What follows belongs to an exercise in optimizing a design on an open flow for small area; a production flow would make more cautious choices. Only simulation tests tie the RTL to the original design; equivalence was not proved. Power and IR drop assume default switching activity.

Setup of job 8585:
==> flow/design.v <==
`timescale 1ns/1ps
module axis_packet_receiver #(
    parameter int DEPTH = 64,
    parameter int CNT_W = 16
) (
    input  logic             clk,
    input  logic             rst_n,
    input  logic             s_tvalid,
    output logic             s_tready,
    input  logic [31:0]      s_tdata,
    input  logic             s_tlast,
    input  logic [7:0]       s_tdest,
    input  logic [3:0]       s_tuser,
    output logic             m_tvalid,
    input  logic             m_tready,
    output logic [31:0]      m_tdata,
    output logic             m_tlast,
    output logic [7:0]       m_tdest,
    output logic [3:0]       err_pulse,
    output logic [CNT_W-1:0] pkt_ok_cnt,
    output logic [CNT_W-1:0] pkt_err_cnt
);
    localparam int AW = $clog2(DEPTH);
    localparam logic [AW:0] PTR_ONE = {{AW{1'b0}}, 1'b1};
    typedef enum logic [1:0] {IDLE = 2'd0, BODY = 2'd1, DROP = 2'd2} state_t;
    function automatic logic is_full(input logic [AW:0] w, input logic [AW:0] r);
        is_full = (w[AW] != r[AW]) && (w[AW-1:0] == r[AW-1:0]);
    endfunction
    function automatic logic [CNT_W-1:0] sat_add(input logic [CNT_W-1:0] cnt, input logic [1:0] inc);
        logic [CNT_W:0] sum;
        sum = {1'b0, cnt} + {{(CNT_W-1){1'b0}}, inc};
        if (sum[CNT_W]) begin
            sat_add = {CNT_W{1'b1}};
        end else begin
            sat_add = sum[CNT_W-1:0];
        end
    endfunction
    logic [32:0]      mem_r [DEPTH];
    state_t           state_r, state_n;
    logic [AW:0]      wr_r, wr_n, commit_r, commit_n, rd_r, rd_n;
    logic [7:0]       dest_r, dest_n;
    logic             s_tready_r, m_tvalid_r, rd_first_r;
    logic [AW-1:0]    rp_r;
    logic [7:0]       rp_lo_s, rp_hi_s;
    logic             m_tlast_r;
    logic [31:0]      m_tdata_r;
    logic [7:0]       m_tdest_r;
    logic             valid_n_s, first_n_s, load_s;
    logic [AW-1:0]    rp_n;
    logic [3:0]       err_pulse_r, err_s;
    logic [CNT_W-1:0] pkt_ok_cnt_r, pkt_err_cnt_r;
    logic             accept_s, full_s, we_s, first_s, ok_inc_s, pop_s;
    logic [1:0]       err_inc_s;
    logic [AW-1:0]    waddr_s;
    logic [32:0]      rd_word_s;
    logic             unused_s;
    assign unused_s = ^s_tuser[3:1];
    assign accept_s = s_tvalid & s_tready_r;
    assign full_s   = is_full(wr_r, rd_r);
    always_comb begin
        state_n   = state_r;
        wr_n      = wr_r;
        commit_n  = commit_r;
        dest_n    = dest_r;
        we_s      = 1'b0;
        waddr_s   = wr_r[AW-1:0];
        err_s     = 4'b0000;
        err_inc_s = 2'd0;
        ok_inc_s  = 1'b0;
        first_s   = 1'b0;
        if (accept_s) begin
            case (state_r)
                IDLE: first_s = 1'b1;
                BODY: begin
                    if (s_tuser[0]) begin
                        err_s[1]  = 1'b1;
                        err_inc_s = 2'd1;
                        wr_n      = commit_r;
                        first_s   = 1'b1;
                    end else if (s_tdest != dest_r) begin
                        err_s[2]  = 1'b1;
                        err_inc_s = 2'd1;
                        wr_n      = commit_r;
                        state_n   = s_tlast ? IDLE : DROP;
                    end else if (full_s) begin
                        err_s[3]  = 1'b1;
                        err_inc_s = 2'd1;
                        wr_n      = commit_r;
                        state_n   = s_tlast ? IDLE : DROP;
                    end else begin
                        we_s    = 1'b1;
                        waddr_s = wr_r[AW-1:0];
                        wr_n    = wr_r + PTR_ONE;
                        if (s_tlast) begin
                            commit_n = wr_r + PTR_ONE;
                            ok_inc_s = 1'b1;
                            state_n  = IDLE;
                        end else begin
                            state_n = BODY;
                        end
                    end
                end
                DROP: begin
                    if (s_tlast) begin
                        state_n = IDLE;
                    end else begin
                        state_n = DROP;
                    end
                end
                default: state_n = IDLE;
            endcase
            if (first_s) begin
                if (!s_tuser[0]) begin
                    err_s[0]  = 1'b1;
                    err_inc_s = err_inc_s + 2'd1;
                    wr_n      = commit_r;
                    state_n   = s_tlast ? IDLE : DROP;
                end else if (s_tdest != s_tdata[31:24]) begin
                    err_s[2]  = 1'b1;
                    err_inc_s = err_inc_s + 2'd1;
                    wr_n      = commit_r;
                    state_n   = s_tlast ? IDLE : DROP;
                end else begin
                    we_s    = 1'b1;
                    waddr_s = commit_r[AW-1:0];
                    wr_n    = commit_r + PTR_ONE;
                    dest_n  = s_tdest;
                    if (s_tlast) begin
                        commit_n = commit_r + PTR_ONE;
                        ok_inc_s = 1'b1;
                        state_n  = IDLE;
                    end else begin
                        state_n = BODY;
                    end
                end
            end
        end
    end
    assign pop_s     = m_tvalid_r & m_tready;
    assign rd_n      = pop_s ? (rd_r + PTR_ONE) : rd_r;
    assign valid_n_s = (rd_n != commit_r);
    assign load_s    = valid_n_s & (pop_s | ~m_tvalid_r);
    assign rp_n      = valid_n_s ? (rd_n[AW-1:0] + 1'b1) : rd_n[AW-1:0];
    assign first_n_s = pop_s ? m_tlast_r : rd_first_r;
    localparam int NG = DEPTH / 3;
    logic [DEPTH-1:0]  rd_sel_s;
    logic [NG:0]       aoi_s [33];
    assign rp_lo_s = 8'h01 << rp_r[2:0];
    assign rp_hi_s = 8'h01 << rp_r[5:3];
    always_comb begin
        for (int i = 0; i < DEPTH; i++) begin
            rd_sel_s[i] = rp_hi_s[i / 8] & rp_lo_s[i % 8];
        end
    end
    for (genvar b = 0; b < 33; b++) begin : g_rd_bit
        for (genvar g = 0; g < NG; g++) begin : g_rd_grp
            axis_pkt_rx_aoi222 u_aoi (
                .a0(rd_sel_s[3*g]),   .b0(mem_r[3*g][b]),
                .a1(rd_sel_s[3*g+1]), .b1(mem_r[3*g+1][b]),
                .a2(rd_sel_s[3*g+2]), .b2(mem_r[3*g+2][b]),
                .y(aoi_s[b][g])
            );
        end
        assign aoi_s[b][NG]  = ~(rd_sel_s[DEPTH-1] & mem_r[DEPTH-1][b]);
        assign rd_word_s[b] = ~&aoi_s[b];
    end
    always_ff @(posedge clk) begin
        if (we_s) begin
            mem_r[waddr_s] <= {s_tlast, s_tdata};
        end
    end
    always_ff @(posedge clk) begin
        dest_r <= dest_n;
    end
    always_ff @(posedge clk) begin
        if (load_s) begin
            {m_tlast_r, m_tdata_r} <= rd_word_s;
            if (first_n_s) begin
                m_tdest_r <= rd_word_s[31:24];
            end
        end
    end
    always_ff @(posedge clk or negedge rst_n) begin
        if (!rst_n) begin
            state_r       <= IDLE;
            wr_r          <= '0;
            commit_r      <= '0;
            rd_r          <= '0;
            s_tready_r    <= 1'b0;
            m_tvalid_r    <= 1'b0;
            rd_first_r    <= 1'b1;
            rp_r          <= '0;
            err_pulse_r   <= 4'b0000;
            pkt_ok_cnt_r  <= '0;
            pkt_err_cnt_r <= '0;
        end else begin
            state_r       <= state_n;
            wr_r          <= wr_n;
            commit_r      <= commit_n;
            rd_r          <= rd_n;
            s_tready_r    <= ~(is_full(wr_n, rd_n) & (commit_n != rd_n));
            m_tvalid_r    <= valid_n_s;
            rp_r          <= rp_n;
            rd_first_r    <= first_n_s;
            err_pulse_r   <= err_s;
            pkt_ok_cnt_r  <= sat_add(pkt_ok_cnt_r, {1'b0, ok_inc_s});
            pkt_err_cnt_r <= sat_add(pkt_err_cnt_r, err_inc_s);
        end
    end
    assign s_tready    = s_tready_r;
    assign m_tvalid    = m_tvalid_r;
    assign m_tdata     = m_tdata_r;
    assign m_tlast     = m_tlast_r;
    assign m_tdest     = m_tdest_r;
    assign err_pulse   = err_pulse_r;
    assign pkt_ok_cnt  = pkt_ok_cnt_r;
    assign pkt_err_cnt = pkt_err_cnt_r;
endmodule
module axis_pkt_rx_aoi222 (
    input  logic a0, b0, a1, b1, a2, b2,
    output logic y
);
    assign y = ~((a0 & b0) | (a1 & b1) | (a2 & b2));
endmodule
Settings: LEC_CHECK=0, CAP_MARGIN=20, CORE_MARGIN=2, CORE_UTILIZATION=70, CTS_CLUSTER_DIAMETER=80, CTS_CLUSTER_SIZE=25, GPL_ROUTABILITY_DRIVEN=0, SLEW_MARGIN=20, SYNTH_HIERARCHICAL=1; clock period 5.0 ns.
run.sh (not shown) runs the stock make flow with config.mk's settings and CLKGATE_MAP_FILE= SYNTH_SCRIPT=/design/flow/synth_recipe.tcl, a recipe that flattens the netlist after the stock synthesis.
[inputs] job 9830 vs job 8585
--- a/flow/design.v
+++ b/flow/design.v
@@ -38,17 +38,16 @@
     logic [32:0]      mem_r [DEPTH];
     state_t           state_r, state_n;
     logic [AW:0]      wr_r, wr_n, commit_r, commit_n, rd_r, rd_n;
     logic [7:0]       dest_r, dest_n;
     logic             s_tready_r, m_tvalid_r, rd_first_r;
-    logic [AW-1:0]    rp_r;
     logic [7:0]       rp_lo_s, rp_hi_s;
     logic             m_tlast_r;
     logic [31:0]      m_tdata_r;
     logic [7:0]       m_tdest_r;
     logic             valid_n_s, first_n_s, load_s;
-    logic [AW-1:0]    rp_n;
+    logic [AW-1:0]    rp_s;
     logic [3:0]       err_pulse_r, err_s;
     logic [CNT_W-1:0] pkt_ok_cnt_r, pkt_err_cnt_r;
     logic             accept_s, full_s, we_s, first_s, ok_inc_s, pop_s;
     logic [1:0]       err_inc_s;
     logic [AW-1:0]    waddr_s;
@@ -138,17 +137,17 @@
     end
     assign pop_s     = m_tvalid_r & m_tready;
     assign rd_n      = pop_s ? (rd_r + PTR_ONE) : rd_r;
     assign valid_n_s = (rd_n != commit_r);
     assign load_s    = valid_n_s & (pop_s | ~m_tvalid_r);
-    assign rp_n      = valid_n_s ? (rd_n[AW-1:0] + 1'b1) : rd_n[AW-1:0];
+    assign rp_s      = rd_r[AW-1:0] + {{(AW-1){1'b0}}, m_tvalid_r};
+    assign rp_lo_s   = 8'h01 << rp_s[2:0];
+    assign rp_hi_s   = 8'h01 << rp_s[5:3];
     assign first_n_s = pop_s ? m_tlast_r : rd_first_r;
     localparam int NG = DEPTH / 3;
     logic [DEPTH-1:0]  rd_sel_s;
     logic [NG:0]       aoi_s [33];
-    assign rp_lo_s = 8'h01 << rp_r[2:0];
-    assign rp_hi_s = 8'h01 << rp_r[5:3];
     always_comb begin
         for (int i = 0; i < DEPTH; i++) begin
             rd_sel_s[i] = rp_hi_s[i / 8] & rp_lo_s[i % 8];
         end
     end
@@ -187,22 +186,20 @@
             commit_r      <= '0;
             rd_r          <= '0;
             s_tready_r    <= 1'b0;
             m_tvalid_r    <= 1'b0;
             rd_first_r    <= 1'b1;
-            rp_r          <= '0;
             err_pulse_r   <= 4'b0000;
             pkt_ok_cnt_r  <= '0;
             pkt_err_cnt_r <= '0;
         end else begin
             state_r       <= state_n;
             wr_r          <= wr_n;
             commit_r      <= commit_n;
             rd_r          <= rd_n;
             s_tready_r    <= ~(is_full(wr_n, rd_n) & (commit_n != rd_n));
             m_tvalid_r    <= valid_n_s;
-            rp_r          <= rp_n;
             rd_first_r    <= first_n_s;
             err_pulse_r   <= err_s;
             pkt_ok_cnt_r  <= sat_add(pkt_ok_cnt_r, {1'b0, ok_inc_s});
             pkt_err_cnt_r <= sat_add(pkt_err_cnt_r, err_inc_s);
         end
==> comparison <==
Final cell count without fillers, job 9830 and job 8585: lower on job 8585
Taking job 8585 as the reference point, the switching share of total power of job 9830 rises by 4.1 points.
The setup slack of job 9830 is smaller than that of job 8585.
When job 9830 is measured against job 8585, its net switching power turns out 3000 µW higher.
Job 8585 -> job 9830: core area flat
Looking at share of total power in the clock network, job 9830 sits 2.4 points lower than job 8585 does.
Job 9830: number of buffers created by CTS about 1% below job 8585

[what the ideal ports hide]
The flow's constraints put no driver on any port. The routed layouts listed below were extracted and timed again, unchanged, in two steps. Step 1 sets driving cells, clkbuf_16 on the clock port and buf_2 on the other inputs (assumed; they add their load-dependent delay and slew). Step 2 also shifts input and output timing later by t, the mid clock arrival at the registers, as if the neighbouring blocks saw the same clock. a / b / c = no drivers / after step 1 / after step 2; a / b = the first two.
run	shift t [ns]	setup slack, ns	slew at the worst register clock pin (ns)	worst data-port slew with drivers (ns)
job 8585	0.786	0.500 / 0.500 / -0.129	0.10 / 0.10	0.26
job 9830	0.798	0.210 / 0.210 / 0.015	0.10 / 0.10	0.11
Met with ideal ports but missed after step 2: setup timing in job 8585. For job 8585, which loses most, drivers alone change the setup slack by 0.000 ns; drivers and shift together by -0.629 ns.
